What follows belongs to an exercise in optimizing a design on an open flow for small area and a short achievable clock period; a production flow would make more cautious choices.
In this exercise RTL edits were held to simulation tests only and were not proved equivalent to the original.
Power figures rest on the tool's default switching activity, not on a simulated workload.

Setup of JK:
// latency_histogram_counters_top
module latency_histogram_counters_top (
  input  logic                  clk_i,
  input  logic                  rst_ni,
  input  logic                  cfg_we_i,
  input  logic [lhc_pkg::CFG_IDX_W-1:0]  cfg_index_i,
  input  logic [lhc_pkg::CFG_DATA_W-1:0] cfg_wdata_i,
  input  logic                  in_valid_i,
  output logic                  in_stall_o,
  input  logic [lhc_pkg::IN_BEAT_W-1:0]  in_beat_i,
  output logic                  out_valid_o,
  input  logic                  out_stall_i,
  output logic [lhc_pkg::OUT_BEAT_W-1:0] out_beat_o
);
  logic accept, load, last;
  logic [lhc_pkg::IDX_W-1:0] load_idx, out_idx;
  logic [lhc_pkg::CNT_W-1:0] out_value;
  lhc_ctrl u_ctrl (
    .clk_i       (clk_i),
    .rst_ni      (rst_ni),
    .in_valid_i  (in_valid_i),
    .command_i   (in_beat_i[18:16]),
    .in_stall_o  (in_stall_o),
    .accept_o    (accept),
    .out_stall_i (out_stall_i),
    .out_valid_o (out_valid_o),
    .load_o      (load),
    .load_idx_o  (load_idx),
    .out_idx_o   (out_idx),
    .out_last_o  (last)
  );
  lhc_dp u_dp (
  ...
clock: 6.0 ns
lec_check: 0
cap_margin: 20
core_margin: 2
core_utilization: 40
cts_buf_list: sky130_fd_sc_hd__clkbuf_16
cts_cluster_diameter: 80
cts_cluster_size: 30
place_density: 0.7
setup_slack_margin: 3.6
slew_margin: 20
standard.sh (not shown) runs the stock make flow with config.mk's settings and CLKGATE_MAP_FILE= SYNTH_SCRIPT=/design/flow/synth_recipe.tcl, a recipe that flattens the netlist after the stock synthesis.
==> flow/flow/run.sh <==
#!/bin/bash
# Own flow: the standard layout with two changes.
#  1. Synthesis is the standard synthesis script (synth_recipe_mix.tcl is
#     synth_recipe.tcl plus a wrapper around ORFS's final abc call): the logic
#     cone that feeds the snapshot output value register is mapped with an
#     area-recovering ABC script (abc_area_nf.script), the rest with ORFS's
#     standard ABC script. Flip-flops are mapped before that call, so the
#     registers, their names and cell types are the standard synthesis's.
#  2. Ports are buffered with buf_2 cells instead of the delay buffers that
#     port buffering otherwise picks.
# Each step's full output goes to a log file of its own in this folder.
set -euo pipefail
W=$PWD
bash standard.sh "SYNTH_SCRIPT=$W/flow/synth_recipe_mix.tcl" \
  "MIX_AREA_SCRIPT=$W/flow/abc_area_nf.script" synth > "$W/synth.log" 2>&1
bash standard.sh "BUFFER_PORTS_ARGS=-buffer_cell sky130_fd_sc_hd__buf_2" finish > "$W/layout.log" 2>&1
==> flow/flow/abc_area_nf.script <==
&get -n
&st
&dch
&nf -R 1000
&put
==> flow/flow/synth_recipe_mix.tcl <==
proc synth {args} { yosys synth -nofsm -noshare {*}$args }
# The final technology mapping (ORFS's synth.tcl calls abc once, after the
# flip-flops are mapped): the cone feeding the snapshot output value register
# is mapped first with an area-recovering ABC script, the rest as standard.
proc abc {args} {
  set i [lsearch -exact $args -script]
  set area_args [lreplace $args [expr {$i + 1}] [expr {$i + 1}] $::env(MIX_AREA_SCRIPT)]
  set stop {}
  foreach t {dfrtp_1 dfrtp_2 dfrtp_4 dfstp_1 dfstp_2 dfstp_4 dfxtp_1 dfxtp_2 dfxtp_4 edfxtp_1} {
    lappend stop "sky130_fd_sc_hd__$t"
  }
  yosys select -set rdd c:*out_value_o* %ci1:+[join $stop ,]\[D\] c:*out_value_o* %d
  yosys select -set rdcone @rdd %ci*:-[join $stop ,]
  yosys select -set rdgates @rdcone t:\$_* %i
  yosys tee -o $::env(REPORTS_DIR)/mix_cone.txt select -count @rdgates
  yosys abc {*}$area_args @rdgates
  yosys abc {*}$args
}
source $::env(SCRIPTS_DIR)/synth.tcl
# left out here: clear keep_hierarchy, flatten, clean up, hide names made inside functions, write 1_2_yosys.v
[inputs] MS vs JK
- removing PLACE_DENSITY (formerly 0.7)
==> flow/flow/run.sh <==
#!/bin/bash
# Own flow: the standard layout (standard synthesis included), except that
# the input and output ports are buffered with buf_2 cells instead of the
# delay-buffer cells port buffering otherwise picks. Each step's full output
# goes to a log file of its own in this folder.
set -euo pipefail
W=$PWD
bash standard.sh synth > "$W/synth.log" 2>&1
bash standard.sh "BUFFER_PORTS_ARGS=-buffer_cell sky130_fd_sc_hd__buf_2" RECOVER_POWER=100 finish > "$W/layout.log" 2>&1
removed: flow/flow/abc_area_nf.script
removed: flow/flow/synth_recipe_mix.tcl
### Flow results
- MS had finished all stages when the layout checks came back failing, citing capacitance limit, slew limit.
- Measured against each other, JK and MS differ in clock tree cell share of total cell area, the higher figure coming from MS.
- Power: JK and MS compared, lower one is JK
- Launching instance or port of the critical path: rst_ni -> MS, u_dp.out_value_o[10] -> JK
- For JK, the endpoint of the most critical setup path was out_beat_o[11], unlike MS, where it was u_dp.limit_q[6][11].
- In the flow results for JK and MS, the area growth from synthesis to layout is smaller on MS.
- The design area on MS is in line with that on JK.
> inputs changed (MS -> AL)
==> flow/flow/run.sh <==
#!/bin/bash
# Own flow: the standard layout with two changes.
#  1. Synthesis is the standard synthesis script (synth_recipe_mix.tcl is
#     synth_recipe.tcl plus a wrapper around ORFS's final abc call): the logic
#     cone that feeds the snapshot output value register is mapped with an
#     area-recovering ABC script (abc_area_nf.script), the rest with ORFS's
#     standard ABC script. Flip-flops are mapped before that call, so the
#     registers, their names and cell types are the standard synthesis's.
#  2. Ports are buffered with buf_2 cells instead of the delay buffers that
#     port buffering otherwise picks.
# Each step's full output goes to a log file of its own in this folder.
set -euo pipefail
W=$PWD
bash standard.sh "SYNTH_SCRIPT=$W/flow/synth_recipe_mix.tcl" \
  "MIX_AREA_SCRIPT=$W/flow/abc_area_nf.script" synth > "$W/synth.log" 2>&1
bash standard.sh "BUFFER_PORTS_ARGS=-buffer_cell sky130_fd_sc_hd__buf_2" finish > "$W/layout.log" 2>&1
==> flow/flow/abc_area_nf.script (new file) <==
&get -n
&st
&dch
&nf -R 1000
&put
==> flow/flow/synth_recipe_mix.tcl (new file) <==
proc synth {args} { yosys synth -nofsm -noshare {*}$args }
# The final technology mapping (ORFS's synth.tcl calls abc once, after the
# flip-flops are mapped): the cone feeding the snapshot output value register
# is mapped first with an area-recovering ABC script, the rest as standard.
proc abc {args} {
  set i [lsearch -exact $args -script]
  set area_args [lreplace $args [expr {$i + 1}] [expr {$i + 1}] $::env(MIX_AREA_SCRIPT)]
  set stop {}
  foreach t {dfrtp_1 dfrtp_2 dfrtp_4 dfstp_1 dfstp_2 dfstp_4 dfxtp_1 dfxtp_2 dfxtp_4 edfxtp_1} {
    lappend stop "sky130_fd_sc_hd__$t"
  }
  yosys select -set rdd c:*out_value_o* %ci1:+[join $stop ,]\[D\] c:*out_value_o* %d
  yosys select -set rdcone @rdd %ci*:-[join $stop ,]
  yosys select -set rdgates @rdcone t:\$_* %i
  yosys tee -o $::env(REPORTS_DIR)/mix_cone.txt select -count @rdgates
  yosys abc {*}$area_args @rdgates
  yosys abc {*}$args
}
source $::env(SCRIPTS_DIR)/synth.tcl
# left out here: clear keep_hierarchy, flatten, clean up, hide names made inside functions, write 1_2_yosys.v
[summary]
AL completed every stage of the flow, and the final layout passed the timing, DRC and antenna checks.
MS leaves less setup margin than AL.
[AL] total wire length fell 11% relative to MS
When AL is set beside MS, its share of the final layout cell area in sequential cells turns out to be 0.38 points smaller.
Number of filler instances in the final layout for AL: about 0.6% down relative to MS

[what the ideal ports hide]
How much do the figures lean on ideal ports? The routed layouts below were timed once more, with nothing changed but the port constraints.
Step 1 (the two cells are an assumption about what drives the block):
set clk [get_ports {clk_i}]
set_driving_cell -lib_cell sky130_fd_sc_hd__clkbuf_16 $clk
set_driving_cell -lib_cell sky130_fd_sc_hd__buf_2 [delete_from_list [all_inputs] $clk]
Step 2 moves the port delays by t, midway between the first and last clock arrival at a register: inputs arrive t later, outputs are due t later. That takes back most of the time a late clock gives input paths.
Three values: ideal ports, drivers, drivers and shift; two values: the first two.
| run | t, ns | setup slack, ns | worst setup path at the end | worst data-port slew with drivers (ns) | cell pins on the clock port's net |
|---|---|---|---|---|---|
| JK | 0.625 | 3.653 / 3.596 / 3.277 | input to register | 0.10 | 1 |
| MS | 0.658 | 2.541 / 2.579 / 1.921 | input, reset recovery | 0.07 | 1 |
| AL | 0.649 | 3.633 / 3.574 / 3.204 | input to register | 0.08 | 1 |
For MS, which loses most, drivers alone change the setup slack by +0.038 ns; drivers and shift together by -0.620 ns. Setup slack includes reset recovery checks.
